Context: an optimization exercise on an open-source flow, tuned for small area. The choices shown serve that exercise and are no tape-out recipe.
The RTL was checked by simulation tests, not by an equivalence proof against the original design.
No activity file was given, so power comes from the tool's default toggle rates.

### flow/design.v
module sprite_sequencer #(
    parameter int MAX_SPRITES  = 16,
    parameter int NUM_FRAMES   = 512,
    parameter int WIDTH        = 1280,
    parameter int HEIGHT       = 720,
    parameter int ANIM_DIV     = 6,
    parameter int MAX_ANIM_LEN = 8,
    localparam int IW = $clog2(MAX_SPRITES),
    localparam int FW = $clog2(NUM_FRAMES),
    localparam int XW = $clog2(WIDTH),
    localparam int YW = $clog2(HEIGHT),
    localparam int LW = $clog2(MAX_ANIM_LEN + 1)
) (
    input  logic          clk_pixel,
    input  logic          sys_rst,
    input  logic          new_frame,
    input  logic          wr_en,
    input  logic [IW-1:0] wr_index,
    input  logic          wr_active,
    input  logic [XW-1:0] wr_x,
    input  logic [YW-1:0] wr_y,
    input  logic [FW-1:0] wr_base_frame,
    input  logic [LW-1:0] wr_anim_len,
    input  logic          sprite_ready,
    output logic          sprite_valid,
    output logic [XW-1:0] sprite_x,
    output logic [YW-1:0] sprite_y,
    output logic [FW-1:0] sprite_frame_number,
    output logic [IW-1:0] sprite_index,
    output logic          busy,
    output logic          list_done,
    output logic          overrun
);
    localparam int DW = (ANIM_DIV > 1) ? $clog2(ANIM_DIV) : 1;
    typedef enum logic [1:0] {IDLE, SCAN, DRAIN} state_t;
    state_t state_reg, state_next;
    logic [IW-1:0] scan_idx_reg;
    logic [DW-1:0] div_reg;
    logic          step_reg;
    logic          overrun_reg;
    logic          list_done_reg;
    logic          done_next;
    logic          valid_reg;
    logic [XW-1:0] x_reg;
    logic [YW-1:0] y_reg;
    logic [FW-1:0] frame_reg;
    logic [IW-1:0] index_reg;
    logic          act_arr   [MAX_SPRITES];
    logic [XW-1:0] x_arr     [MAX_SPRITES];
    logic [YW-1:0] y_arr     [MAX_SPRITES];
    logic [FW-1:0] base_arr  [MAX_SPRITES];
    logic [LW-1:0] phase_arr [MAX_SPRITES];
    logic handshake, out_free, inspect, load, last_idx;
    logic cur_active;
    assign handshake  = valid_reg && sprite_ready;
    assign out_free   = !valid_reg || sprite_ready;
    assign cur_active = act_arr[scan_idx_reg];
    assign inspect    = (state_reg == SCAN) && (out_free || !cur_active);
    assign load       = inspect && cur_active;
    assign last_idx   = (scan_idx_reg == IW'(MAX_SPRITES - 1));
    genvar gi;
    generate
        for (gi = 0; gi < MAX_SPRITES; gi++) begin : g_entry
            logic          active_reg;
            logic [XW-1:0] x_e_reg;
            logic [YW-1:0] y_e_reg;
            logic [FW-1:0] base_reg;
            logic [LW-1:0] len_reg;
            logic [LW-1:0] phase_reg;
            logic          wr_hit;
            logic          adv_hit;
            logic [LW-1:0] len_eff;
            logic [LW-1:0] phase_inc;
            assign wr_hit    = wr_en && (wr_index == IW'(gi));
            assign adv_hit   = handshake && step_reg && (index_reg == IW'(gi));
            assign len_eff   = (len_reg == '0) ? LW'(1) : len_reg;
            assign phase_inc = phase_reg + LW'(1);
            always_ff @(posedge clk_pixel or posedge sys_rst) begin
                if (sys_rst) begin
                    active_reg <= 1'b0;
                    x_e_reg    <= '0;
                    y_e_reg    <= '0;
                    base_reg   <= '0;
                    len_reg    <= '0;
                    phase_reg  <= '0;
                end else if (wr_hit) begin
                    active_reg <= wr_active;
                    x_e_reg    <= wr_x;
                    y_e_reg    <= wr_y;
                    base_reg   <= wr_base_frame;
                    len_reg    <= wr_anim_len;
                    phase_reg  <= '0;
                end else if (adv_hit) begin
                    phase_reg  <= (phase_inc >= len_eff) ? '0 : phase_inc;
                end
            end
            assign act_arr[gi]   = active_reg;
            assign x_arr[gi]     = x_e_reg;
            assign y_arr[gi]     = y_e_reg;
            assign base_arr[gi]  = base_reg;
            assign phase_arr[gi] = phase_reg;
        end
    endgenerate
    always_ff @(posedge clk_pixel or posedge sys_rst) begin
        if (sys_rst) begin
            state_reg <= IDLE;
        end else begin
            state_reg <= state_next;
        end
    end
    always_comb begin
        state_next = state_reg;
        case (state_reg)
            IDLE: begin
                if (new_frame) begin
                    state_next = SCAN;
                end
            end
            SCAN: begin
                if (inspect && last_idx) begin
                    if (load || !out_free) begin
                        state_next = DRAIN;
                    end else begin
                        state_next = IDLE;
                    end
                end
            end
            DRAIN: begin
                if (out_free) begin
                    state_next = IDLE;
                end
            end
            default: state_next = IDLE;
        endcase
    end
    always_comb begin
        busy      = (state_reg != IDLE);
        done_next = (state_reg != IDLE) && (state_next == IDLE);
    end
    always_ff @(posedge clk_pixel or posedge sys_rst) begin
        if (sys_rst) begin
            scan_idx_reg  <= '0;
            div_reg       <= '0;
            step_reg      <= 1'b0;
            overrun_reg   <= 1'b0;
            list_done_reg <= 1'b0;
        end else begin
            list_done_reg <= done_next;
            if (state_reg == IDLE) begin
                if (new_frame) begin
                    scan_idx_reg <= '0;
                    if (div_reg == DW'(ANIM_DIV - 1)) begin
                        div_reg  <= '0;
                        step_reg <= 1'b1;
                    end else begin
                        div_reg  <= div_reg + DW'(1);
                        step_reg <= 1'b0;
                    end
                end
            end else begin
                if (new_frame) begin
                    overrun_reg <= 1'b1;
                end
                if (inspect && !last_idx) begin
                    scan_idx_reg <= scan_idx_reg + IW'(1);
                end
            end
        end
    end
    always_ff @(posedge clk_pixel or posedge sys_rst) begin
        if (sys_rst) begin
            valid_reg <= 1'b0;
            x_reg     <= '0;
            y_reg     <= '0;
            frame_reg <= '0;
            index_reg <= '0;
        end else if (load) begin
            valid_reg <= 1'b1;
            x_reg     <= x_arr[scan_idx_reg];
            y_reg     <= y_arr[scan_idx_reg];
            frame_reg <= base_arr[scan_idx_reg] + FW'(phase_arr[scan_idx_reg]);
            index_reg <= scan_idx_reg;
        end else if (handshake) begin
            valid_reg <= 1'b0;
        end
    end
    assign sprite_valid        = valid_reg;
    assign sprite_x            = x_reg;
    assign sprite_y            = y_reg;
    assign sprite_frame_number = frame_reg;
    assign sprite_index        = index_reg;
    assign list_done           = list_done_reg;
    assign overrun             = overrun_reg;
endmodule
### flow/run.sh
#!/bin/bash
# synth_recipe.tcl (not shown) runs the flow's synth.tcl, then flattens the netlist and writes it again
# the make line also repeats each setting of config.mk as NAME=value (left out here)
make -C /OpenROAD-flow-scripts/flow DESIGN_CONFIG=/design/flow/config.mk WORK_HOME=/design/flow/orfs CLKGATE_MAP_FILE= SYNTH_SCRIPT=/design/flow/synth_recipe.tcl finish
### flow/constraint.sdc
create_clock -name core_clock -period 10.0 [get_ports {clk_pixel}]
set_input_delay 2.0000 -clock core_clock [delete_from_list [all_inputs] [get_ports {clk_pixel}]]
set_output_delay 2.0000 -clock core_clock [all_outputs]
set_load 0.01 [all_outputs]
### flow/config.mk
export PLATFORM = sky130hd
export DESIGN_NAME = sprite_sequencer
export DESIGN_NICKNAME = sprite_sequencer
export VERILOG_FILES = /design/flow/design.v
export SDC_FILE = /design/flow/constraint.sdc
export NUM_CORES = 4
export LEC_CHECK = 0
export CAP_MARGIN = 20
export CORE_MARGIN = 2
export CORE_UTILIZATION = 30
export SLEW_MARGIN = 20
==> summary.txt <==
Synthesis
  • Top post-synthesis cells by area: sky130_fd_sc_hd__dfrtp_1 53%, sky130_fd_sc_hd__mux2_2 13%, sky130_fd_sc_hd__nand2_1 7.5%, sky130_fd_sc_hd__ha_1 3.5%, sky130_fd_sc_hd__o21ai_0 1.9%
  • Top cell type's share of synthesized area: around 53%
  • Number of enable flip-flop cells after synthesis: 0
  • Top cell type by total area after synthesis: sky130_fd_sc_hd__dfrtp_1
  • Avg Cell Area, Syn: 10.9 sq um
  • Top cells by instance count after synthesis: 671 x sky130_fd_sc_hd__dfrtp_1, 625 x sky130_fd_sc_hd__nand2_1, 369 x sky130_fd_sc_hd__mux2_2
  • Number of instances in the synthesized netlist: 2891
  • Synth Flop Type: sky130_fd_sc_hd__dfrtp_1
  • Proportion of synthesized chip area in sequential cells: 53.4%
  • Proportion of synthesized flip-flops having asynchronous set or reset: 100%
  • Number of distinct library cell variants in the gate-level netlist after synthesis: 70
  • Synthesized Nets: 3024
  • Netlist area before placement: 31400 sq um
  • Synthesis Warnings: 6
  • Leading cell type by number of instances after synthesis: sky130_fd_sc_hd__dfrtp_1
  • Synth Register Bits: 671

Job
  • Maximum Capacitance Violations: 0

Critical path
  • Data arrival time of the critical path: 5.23 ns
  • Series of cell instances along the critical path: nor2b_1, and2_2, a221oi_1, and3_1, a41oi_1, fa_1, a21o_1, a21o_1, o21ai_0, a21oi_1, nand4_1, xnor2_1, a21oi_1
  • Required time at the worst-slack endpoint: 10.47 ns
  • Critical path start-end classification: flip-flop to flip-flop
  • Top fanout value on the critical path: 38
  • Critical-path top delay cell: sky130_fd_sc_hd__and2_2
  • Peak per-stage delay on the critical path: 0.94 ns
  • Element type at the critical path start: flip-flop
  • Element type at the critical path end: flip-flop

STA
  • Unrepaired setup endpoints after global routing: false
  • Post-layout minimum cycle time: 4.76 ns
  • Portion of the clock cycle consumed by the worst path in the final layout: 47.6%
  • Setup skew after layout: 0.0265 ns
  • Final setup violation count: 0
  • Final hold violation count: 0
  • Max-slew violation total from the final report: 0
  • Worst slack on hold paths: 0.470 ns
  • Worst Max-Slew Pin Slew: about 1.1 ns
  • Maximum operating frequency: roughly 210 MHz
  • Slew margin rel.: 26.0%

GRT
  • Aggregate global routing overflow: 0
  • First-pass GRT wire length: 151000 microns
  • Antenna violations before repair: 1
  • Gr usage total: 18.4%
  • Pin count of the biggest net entering global routing: 163
  • Vias in the first global route: roughly 23k

Cells and area
  • Final design utilization: roughly a third
  • Area overhead of the layout relative to synthesis: 14.2%
  • Layout cell share with drive strength beyond 1: 20.0%
  • Count of filler cells inserted in the layout: 10.4k
  • Layout Nets: 3034
  • Ant diodes: 0
  • Max reg flops: 176

Power and ir drop
  • Sequential group share of total power: roughly two fifths
  • PD cells: 258 nW/um^2
  • Part of the total power dissipated in the clock network: 27.8%
  • Switching power summed over all nets: around 3.3 mW
  • Combinational share of power: 31.7%
  • Static power due to leakage: 16.1 nW
  • Worst vdd rail ir drop: 0.180 mV
  • Fraction of power spent switching nets: about 35%
  • Internal Pwr Total: between 5 and 6 mW

Outcome
  • Result of the run: no timing/DRC/antenna violations

Route
  • Amount of wire on met3 after detailed routing: 6780 microns
  • Number of vias in the routed layout: approximately 23k
  • Routed length per placed instance: 23.0 microns
  • Antenna-violating nets left: 0
  • Max layer used: met5
  • Drt initial violations: ~2.2k
  • DRT Wirelength: a little under 100000 microns
  • First drt pass iteration count: 5
  • Vias per cell: 5.32
  • Wire length the detailed router placed on met1: 45300 microns
  • Metal2 WL: 45000 microns
  • Residual DRC count: 0

Floorplanning
  • Core Box Area: 104000 sq um
  • Die extent in x: between 300 and 400 microns
  • Initial core utilization: 30.3%
  • Core Rows: 118
  • Die Ht: 328 microns
  • Number of top-level design ports: between 80 and 90
  • Die area: 107000 sq um

Place
  • Post-DP HPWL: roughly 56000 microns
  • Final weighted congestion of routability-driven global placement: 0.829
  • Port bufs: 81

CTS
  • Buffer count from post-CTS setup fixing: 0
  • Clock transition time at the flip-flop clock pins of the worst setup and hold paths: roughly 0.06 ns
  • Total of hold buffers inserted after clock tree synthesis: 0
  • Sink Count: roughly 670
  • Max Buffers Root-to-Sink: 3
  • H-Tree Depth: 3
  • TritonCTS clock tree: built
  • Worst skew pair latency: 0.64 ns
  • Clock root buffer master: sky130_fd_sc_hd__clkbuf_16
  • Number of cells upsized or downsized after cts: 0
  • CTS Buf Count: between 70 and 80

Hold path
  • Path category of the worst min-delay check: flip-flop to flip-flop
## layer usage
| metal | up-vias | global-route usage (%) |
|---|---|---|
| met1 | 11888 | 26.4 |
| met3 | 150 | 3.28 |
| li1 | 10171 | - |
| met4 | 2 | 4.43 |
| met5 | - | 0 |
| met2 | 766 | 28.9 |
## stage by stage
stage	worst slack [ns]	area (sq um)	instances	power, mW	setup TNS (ns)
final	5.24	35900	4322	9.25	0
after global routing	4.96	35900	4322	9.73	0
after CTS	5.23	35900	4322	9.30	0
after detailed placement	4.96	33700	4208	6.71	0
after global placement	4.97	33700	4208	6.65	0
after floorplan	-1.18	31400	2891	5.61	-789.33
## layout make-up
class,instances,area [sq um],share of cell area (%)
inverter,74,282,0.785
clock inverter,15,159,0.443
sequential,671,16800,46.8
timing repair buffer,138,1270,3.53
tap,1380,1730,4.81
clock buffer,99,2030,5.67
multi-input combinational,1945,13600,38.0
## cells by family (layout without fill, tap and decap cells)
family,Yosys count,in the layout,synth area share (%)
AND/OR/NAND/NOR,888,888,11.9
flip-flops,671,671,53.4
AO/OA/AOI/OAI,534,534,12.2
multiplexers,394,394,14.1
buffers and inverters,275,326,3.66
adder cells (fa/ha/maj),89,89,3.57
XOR/XNOR,40,40,1.12
## cell usage in the layout, fill, tap and decap left out, types with 52 or more instances in the layout
cell type and instances:
sky130_fd_sc_hd__a21oi_1 76, sky130_fd_sc_hd__a221oi_1 52, sky130_fd_sc_hd__a22o_1 63, sky130_fd_sc_hd__a22oi_1 75
sky130_fd_sc_hd__buf_4 54, sky130_fd_sc_hd__clkbuf_16 72, sky130_fd_sc_hd__clkdlybuf4s50_1 81, sky130_fd_sc_hd__dfrtp_1 669
sky130_fd_sc_hd__ha_1 87, sky130_fd_sc_hd__inv_1 73, sky130_fd_sc_hd__mux2_2 369, sky130_fd_sc_hd__nand2_1 625
sky130_fd_sc_hd__nor2_1 84, sky130_fd_sc_hd__o21ai_0 121
## path summary, 6_finish.rpt
check                                start                     end  slack, ns  cells after the start
max in group asynchronous          sys_rst                y_reg[3]       6.19                      4
min                            overrun_reg             overrun_reg       0.47                      1
max reg2reg                scan_idx_reg[3]            frame_reg[8]       5.24                     13
max                        scan_idx_reg[3]            frame_reg[8]       5.24                     13
min reg2reg                    overrun_reg             overrun_reg       0.47                      1
min in group asynchronous          sys_rst  g_entry[10].len_reg[2]       1.80                      2
## power groups by stage
stage	Clock (mW)	Sequential [mW]	Combinational [mW]
after floorplan	0	3.67	1.94
after global placement	0	3.78	2.87
after detailed placement	0	3.79	2.92
after CTS	2.61	3.75	2.94
after global routing	2.72	3.83	3.18
final	2.57	3.75	2.93
## critical path: cells and delay by family, from the launching register on
| kind | cells | cell delay (ns) |
|---|---|---|
| compound gates | 7 | 1.26 |
| xor+xnor | 1 | 0.16 |
| simple gates | 4 | 2.02 |
| flops | 1 | 0.84 |
| fa+ha+maj | 1 | 0.29 |

[re-timing with driven ports]
In the flow no input, the clock included, has a driving cell. The finished layout below was timed again as built, in two steps. Step 1, drivers: a clkbuf_16 drives clk_pixel and a buf_2 each remaining input, both assumed. Step 2 moves the port delays by t, midway between the first and last clock arrival at a register: inputs arrive t later, outputs are due t later. That takes back most of the time a late clock gives input paths. Three values: no drivers, after step 1, after step 2; two values: the first two.
t (ns): 0.690
setup WS [ns]: 5.238 / 5.238 / 4.887
latest minus earliest clock arrival (ns): 0.029 / 0.029
After both steps this run still meets setup and hold. The setup slack of this run moves by 0.000 ns with the drivers and by -0.351 ns with both steps.
